Source: an optimization exercise on an open RTL-to-GDS flow (aim: small area, a short achievable clock period and few clock cycles per item). Production flows keep margins and buffers that such runs may drop. The RTL was checked by simulation tests, not by an equivalence proof against the original design.

==> onyx: inputs <==
==> flow/design.v (excerpt) <==
module exp_taylor_seq (
  input  logic        clk,
  input  logic        rst_n,
  input  logic        in_valid,
  output logic        in_ready,
  input  logic [31:0] in_data,
  output logic        out_valid,
  input  logic        out_ready,
  output logic [31:0] out_data
);
  logic [31:0] x0, y2;
  logic [31:0] z0, z1, z3;
  logic [4:0]  k0, k1, k2, k3;
  logic [1:0]  t0, t1, t2, t3;
  logic        v0, v1, v2, v3;
  logic        d0, d1, d2, d3;
  logic        fin3;
  logic [47:0] rr0_q, rr0_d;
  logic [47:0] rr1_q, rr1_d;
  logic [15:0] rlo_s;
  logic        rlo_c, rlo_q;
  logic [47:0] zr0_q, zr0_d;
  logic [47:0] zr1_q, zr1_d;
  logic [47:0] zr2_q, zr2_d;
  logic [1:0]  ein, eout;
  logic        ov1;
  logic [31:0] q1;
  logic [7:0]  r_one, r_two, r_neg;
  logic [15:0] z_one, z_two, z_neg, zo_d, zt_d, zn_d;
  logic [31:0] z2dec;
  logic        free;
  logic        fin2;
  logic [47:0] rsum, zsum;
  logic [31:0] xr, res;
  logic        has_res, do_exit, hold_q0, ov0_n, ov1_n, in_ready_n;
  logic [1:0]  eout_n;
  logic rpp1;
  logic rpp2;
  logic rpp3;
  logic rpp4;
  logic rpp5;
  logic rpp6;
  logic rpp7;
  logic rpp8;
  logic rpp9;
  logic rpp10;
  logic rpp11;
  logic rpp12;
  logic rpp13;
  logic rpp14;
  logic rpp15;
  logic rpp16;
  logic rpp17;
  logic rpp18;
  logic rpp19;
  logic rpp20;
  logic rpp21;
  logic rpp22;
  logic rpp23;
  logic rpp24;
  logic rpp25;
  logic rpp26;
  logic rpp27;
  logic rpp28;
  logic rpp29;
  logic rpp30;
  logic rpp31;
  logic rpp32;
  logic rpp33;
  logic rpp34;
  logic rpp35;
  logic rpp36;
  logic rpp37;
  logic rpp38;
  logic rpp39;
  logic rpp40;
  ...
export LEC_CHECK = 0
export CAP_MARGIN = 20
export CORE_MARGIN = 2
export CORE_UTILIZATION = 55
export CTS_BUF_LIST = sky130_fd_sc_hd__clkbuf_8
export CTS_CLUSTER_SIZE = 20
export SLEW_MARGIN = 20
create_clock -name core_clock -period 11.0 [get_ports {clk}]
standard.sh (not shown) runs the stock make flow with config.mk's settings and CLKGATE_MAP_FILE= SYNTH_SCRIPT=/design/flow/synth_recipe.tcl, a recipe that flattens the netlist after the stock synthesis.
==> flow/flow/run.sh <==
#!/bin/bash
set -euo pipefail
MARGIN=$(cat flow/margin.txt)
R=$PWD/orfs/results/$FLOW_PLATFORM/exp_taylor_seq/base
bash standard.sh "$R/1_2_yosys.v" > flow_synth.log 2>&1
python3 flow/polar.py "$R/1_2_yosys.v" > flow_polar.log 2>&1
bash standard.sh SETUP_SLACK_MARGIN=$MARGIN finish > flow_make.log 2>&1
Other scripts of this flow, unchanged in this note and not shown: flow/flow/margin.txt, flow/flow/polar.py
==> ember (differences from onyx) <==
--- a/flow/design.v
+++ b/flow/design.v
@@ -61,12 +61,13 @@
   logic        d0, d1, d2, d3;
   logic        fin3;
   logic [47:0] rr0_q, rr0_d;
   logic [47:0] rr1_q, rr1_d;
   logic [15:0] rlo_s;
   logic        rlo_c, rlo_q;
+  logic [3:0]  rlo_g, rlo_p, rlo_gq, rlo_pq;
   logic [47:0] zr0_q, zr0_d;
   logic [47:0] zr1_q, zr1_d;
   logic [47:0] zr2_q, zr2_d;
   logic [1:0]  ein, eout;
   logic        ov1;
   logic [31:0] q1;
@@ -2689,13 +2690,25 @@
   assign {rc728, rs727} = {1'b0, rc562} + rs641 + rc640;
   assign {rc730, rs729} = {1'b0, rpp269} + rs643 + rc642;
   assign {rc732, rs731} = {1'b0, rpp238} + rpp270 + rc644;
   assign {rc734, rs733} = {1'b0, 1'b1} + rpp271;
   assign rr0_d = {rpp272, rs733, rs731, rs729, rs727, rs725, rs723, rs721, rs719, rs717, rs715, rs713, rs711, rs709, rs707, rs705, rs703, rs701, rs699, rs697, rs695, rs693, rs691, rs689, rs687, rs685, rs683, rs681, rs679, rs677, rs675, rs673, rs671, rs669, rs667, rs665, rs663, rs661, rs659, rs657, rs655, rs653, rs651, rs649, rs647, rs645, rpp2, r_neg[0]};
   assign rr1_d = {rc734, rc732, rc730, rc728, rc726, rc724, rc722, rc720, rc718, rc716, rc714, rc712, rc710, rc708, rc706, rc704, rc702, rc700, rc698, rc696, rc694, rc692, rc690, rc688, rc686, rc684, rc682, rc680, rc678, rc676, rc674, rc672, rc670, rc668, rc666, rc664, rc662, rc660, rc658, rc656, rc654, rc652, rc650, rc648, rc646, rpp35, 1'b0, rpp1};
-  assign {rlo_c, rlo_s} = {1'b0, rr0_d[15:0]} + rr1_d[15:0];
+  always_comb begin
+    for (int q = 0; q < 4; q++) begin
+      logic [3:0] gg, pp4;
+      gg  = rr0_d[4*q +: 4] & rr1_d[4*q +: 4];
+      pp4 = rr0_d[4*q +: 4] ^ rr1_d[4*q +: 4];
+      rlo_g[q] = gg[3] | (pp4[3] & gg[2]) | (pp4[3] & pp4[2] & gg[1]) | (pp4[3] & pp4[2] & pp4[1] & gg[0]);
+      rlo_p[q] = &pp4;
+    end
+  end
+  assign rlo_c = rlo_gq[3] | (rlo_pq[3] & rlo_gq[2]) | (rlo_pq[3] & rlo_pq[2] & rlo_gq[1])
+               | (rlo_pq[3] & rlo_pq[2] & rlo_pq[1] & rlo_gq[0]);
+  assign rlo_s = 16'd0;
+  assign rlo_q = rlo_c;
   logic bkg0, bkp0;
   assign bkg0 = (rr0_q[16] & rr1_q[16]);
   assign bkp0 = (rr0_q[16] ^ rr1_q[16]);
   logic bkg1, bkp1;
   assign bkg1 = (rr0_q[17] & rr1_q[17]);
   assign bkp1 = (rr0_q[17] ^ rr1_q[17]);
@@ -2787,13 +2800,13 @@
   assign bkg30 = (rr0_q[46] & rr1_q[46]);
   assign bkp30 = (rr0_q[46] ^ rr1_q[46]);
   logic bkg31, bkp31;
   assign bkg31 = (rr0_q[47] & rr1_q[47]);
   assign bkp31 = (rr0_q[47] ^ rr1_q[47]);
   logic bkg0c;
-  assign bkg0c = bkg0 | (bkp0 & rlo_q);
+  assign bkg0c = bkg0;
   logic bkG1, bkP1;
   assign bkG1 = bkg1 | (bkp1 & bkg0c);
   assign bkP1 = bkp1 & bkp0;
   logic bkG2, bkP2;
   assign bkG2 = bkg3 | (bkp3 & bkg2);
   assign bkP2 = bkp3 & bkp2;
@@ -2959,13 +2972,13 @@
   logic bkG56, bkP56;
   assign bkG56 = bkg28 | (bkp28 & bkG35);
   assign bkP56 = bkp28 & bkP35;
   logic bkG57, bkP57;
   assign bkG57 = bkg30 | (bkp30 & bkG42);
   assign bkP57 = bkp30 & bkP42;
-  assign rsum = {(bkp31 ^ bkG57), (bkp30 ^ bkG42), (bkp29 ^ bkG56), (bkp28 ^ bkG35), (bkp27 ^ bkG55), (bkp26 ^ bkG41), (bkp25 ^ bkG54), (bkp24 ^ bkG32), (bkp23 ^ bkG53), (bkp22 ^ bkG40), (bkp21 ^ bkG52), (bkp20 ^ bkG34), (bkp19 ^ bkG51), (bkp18 ^ bkG39), (bkp17 ^ bkG50), (bkp16 ^ bkG29), (bkp15 ^ bkG49), (bkp14 ^ bkG38), (bkp13 ^ bkG48), (bkp12 ^ bkG33), (bkp11 ^ bkG47), (bkp10 ^ bkG37), (bkp9 ^ bkG46), (bkp8 ^ bkG25), (bkp7 ^ bkG45), (bkp6 ^ bkG36), (bkp5 ^ bkG44), (bkp4 ^ bkG17), (bkp3 ^ bkG43), (bkp2 ^ bkG1), (bkp1 ^ bkg0c), (bkp0 ^ rlo_q), 16'd0};
+  assign rsum = {(bkp31 ^ (bkG57 | (bkP57 & rlo_q))), (bkp30 ^ (bkG42 | (bkP42 & rlo_q))), (bkp29 ^ (bkG56 | (bkP56 & rlo_q))), (bkp28 ^ (bkG35 | (bkP35 & rlo_q))), (bkp27 ^ (bkG55 | (bkP55 & rlo_q))), (bkp26 ^ (bkG41 | (bkP41 & rlo_q))), (bkp25 ^ (bkG54 | (bkP54 & rlo_q))), (bkp24 ^ (bkG32 | (bkP32 & rlo_q))), (bkp23 ^ (bkG53 | (bkP53 & rlo_q))), (bkp22 ^ (bkG40 | (bkP40 & rlo_q))), (bkp21 ^ (bkG52 | (bkP52 & rlo_q))), (bkp20 ^ (bkG34 | (bkP34 & rlo_q))), (bkp19 ^ (bkG51 | (bkP51 & rlo_q))), (bkp18 ^ (bkG39 | (bkP39 & rlo_q))), (bkp17 ^ (bkG50 | (bkP50 & rlo_q))), (bkp16 ^ (bkG29 | (bkP29 & rlo_q))), (bkp15 ^ (bkG49 | (bkP49 & rlo_q))), (bkp14 ^ (bkG38 | (bkP38 & rlo_q))), (bkp13 ^ (bkG48 | (bkP48 & rlo_q))), (bkp12 ^ (bkG33 | (bkP33 & rlo_q))), (bkp11 ^ (bkG47 | (bkP47 & rlo_q))), (bkp10 ^ (bkG37 | (bkP37 & rlo_q))), (bkp9 ^ (bkG46 | (bkP46 & rlo_q))), (bkp8 ^ (bkG25 | (bkP25 & rlo_q))), (bkp7 ^ (bkG45 | (bkP45 & rlo_q))), (bkp6 ^ (bkG36 | (bkP36 & rlo_q))), (bkp5 ^ (bkG44 | (bkP44 & rlo_q))), (bkp4 ^ (bkG17 | (bkP17 & rlo_q))), (bkp3 ^ (bkG43 | (bkP43 & rlo_q))), (bkp2 ^ (bkG1 | (bkP1 & rlo_q))), (bkp1 ^ (bkg0c | (bkp0 & rlo_q))), (bkp0 ^ rlo_q), 16'd0};
   assign zpp735 = ((z_one[0] & y2[0]) ^ z_neg[0]);
   assign zpp736 = (((z_one[0] & y2[1]) | (z_two[0] & y2[0])) ^ z_neg[0]);
   assign zpp737 = (((z_one[0] & y2[2]) | (z_two[0] & y2[1])) ^ z_neg[0]);
   assign zpp738 = (((z_one[0] & y2[3]) | (z_two[0] & y2[2])) ^ z_neg[0]);
   assign zpp739 = (((z_one[0] & y2[4]) | (z_two[0] & y2[3])) ^ z_neg[0]);
   assign zpp740 = (((z_one[0] & y2[5]) | (z_two[0] & y2[4])) ^ z_neg[0]);
@@ -3904,13 +3917,13 @@
     r_two <= free ? 8'h00 : rd_two;
     r_neg <= free ? 8'h2a : rd_neg;
     t0 <= free ? ein : t3;
     d0 <= free ? 1'b0 : (d3 | fin3);
     rr0_q[47:16] <= rr0_d[47:16];
     rr1_q[47:16] <= rr1_d[47:16];
-    rlo_q <= rlo_c;
+    rlo_gq <= rlo_g; rlo_pq <= rlo_p;
     z1 <= z0; k1 <= k0; t1 <= t0; d1 <= d0;
     y2 <= rsum[47:16];
     z_one <= zo_d; z_two <= zt_d; z_neg <= zn_d; k2 <= k1; t2 <= t1; d2 <= d1;
     zr0_q <= zr0_d;
     zr1_q <= zr1_d;
     zr2_q <= zr2_d;
==> notes <==
In onyx the register-to-register slack is worse than in ember, by 0.11 ns.
Against ember, the critical path depth of onyx is higher by 3.
Against onyx, the flip-flop and latch count of ember is higher by 6.
Between onyx and ember, the lower cell count is in onyx (gap 2.0%, measured against ember).
Against onyx, the routed wire length of ember is higher by 1.8%.
Worst hold slack: onyx is higher than ember (0.0098 ns).
onyx produced a clean layout. ember ran to the end with no violations.
Of onyx and ember, ember has the higher via count (gap about 1.6%, measured against ember).
Die area: onyx is smaller than ember (0.99%).
==> figures <==
Setup slack after placement: onyx 6.58 ns; ember 6.89 ns
Routed wl met2: onyx 70700 um; ember 72800 um
Initial DRC count: onyx 3764; ember 3794
Status: onyx complete, no violations; ember complete, no violations
Placed cell area: onyx 46100 um2; ember 46700 um2
Largest net degree at the start of global routing: onyx 79; ember 75
Crit path required time: onyx 11.63 ns; ember 11.60 ns
Wl on met1: onyx 58200 um; ember 58300 um
DP Cell Count: onyx 5127; ember 5250
Met2 track utilization from global routing: onyx 56.6%; ember 58.7%
Detailed-route via count: onyx 34000; ember 34500
Flip-flop and latch area: onyx 11700 um2; ember 11800 um2
Final critical path time including I/O delays and setup: onyx 3.83 ns; ember 3.72 ns
Number of multi-input logic gates: onyx 3038; ember 3129
Via density per instance: onyx 6.34; ember 6.32
Testbench counts of onyx, summed over its fixed seeds: cycles 6,120, items 320.
Testbench counts of ember, summed over its fixed seeds: cycles 6,120, items 320.

==> afterwards: timing with drivers on the ports <==
Ports are ideal in the flow. The routed layouts listed here were re-timed in OpenROAD.
Step 1 (the two cells are an assumption about what drives the block):
set clk [get_ports {clk}]
set_driving_cell -lib_cell sky130_fd_sc_hd__clkbuf_16 $clk
set_driving_cell -lib_cell sky130_fd_sc_hd__buf_2 [delete_from_list [all_inputs] $clk]
Step 2, shift: input delay + t, output delay - t, t = (earliest + latest rising clock arrival at the registers) / 2. This alone moves slack from input paths to output paths.
Slacks: ideal / step 1 / step 2; pairs: ideal / step 1.
run | t, ns | setup WS [ns] | slew at the worst register clock pin (ns)
onyx | 0.788 | 7.171 / 7.171 / 7.171 | 0.07 / 0.07
ember | 0.821 | 7.283 / 7.283 / 7.283 | 0.07 / 0.07
After both steps setup and hold are still met in every run listed.
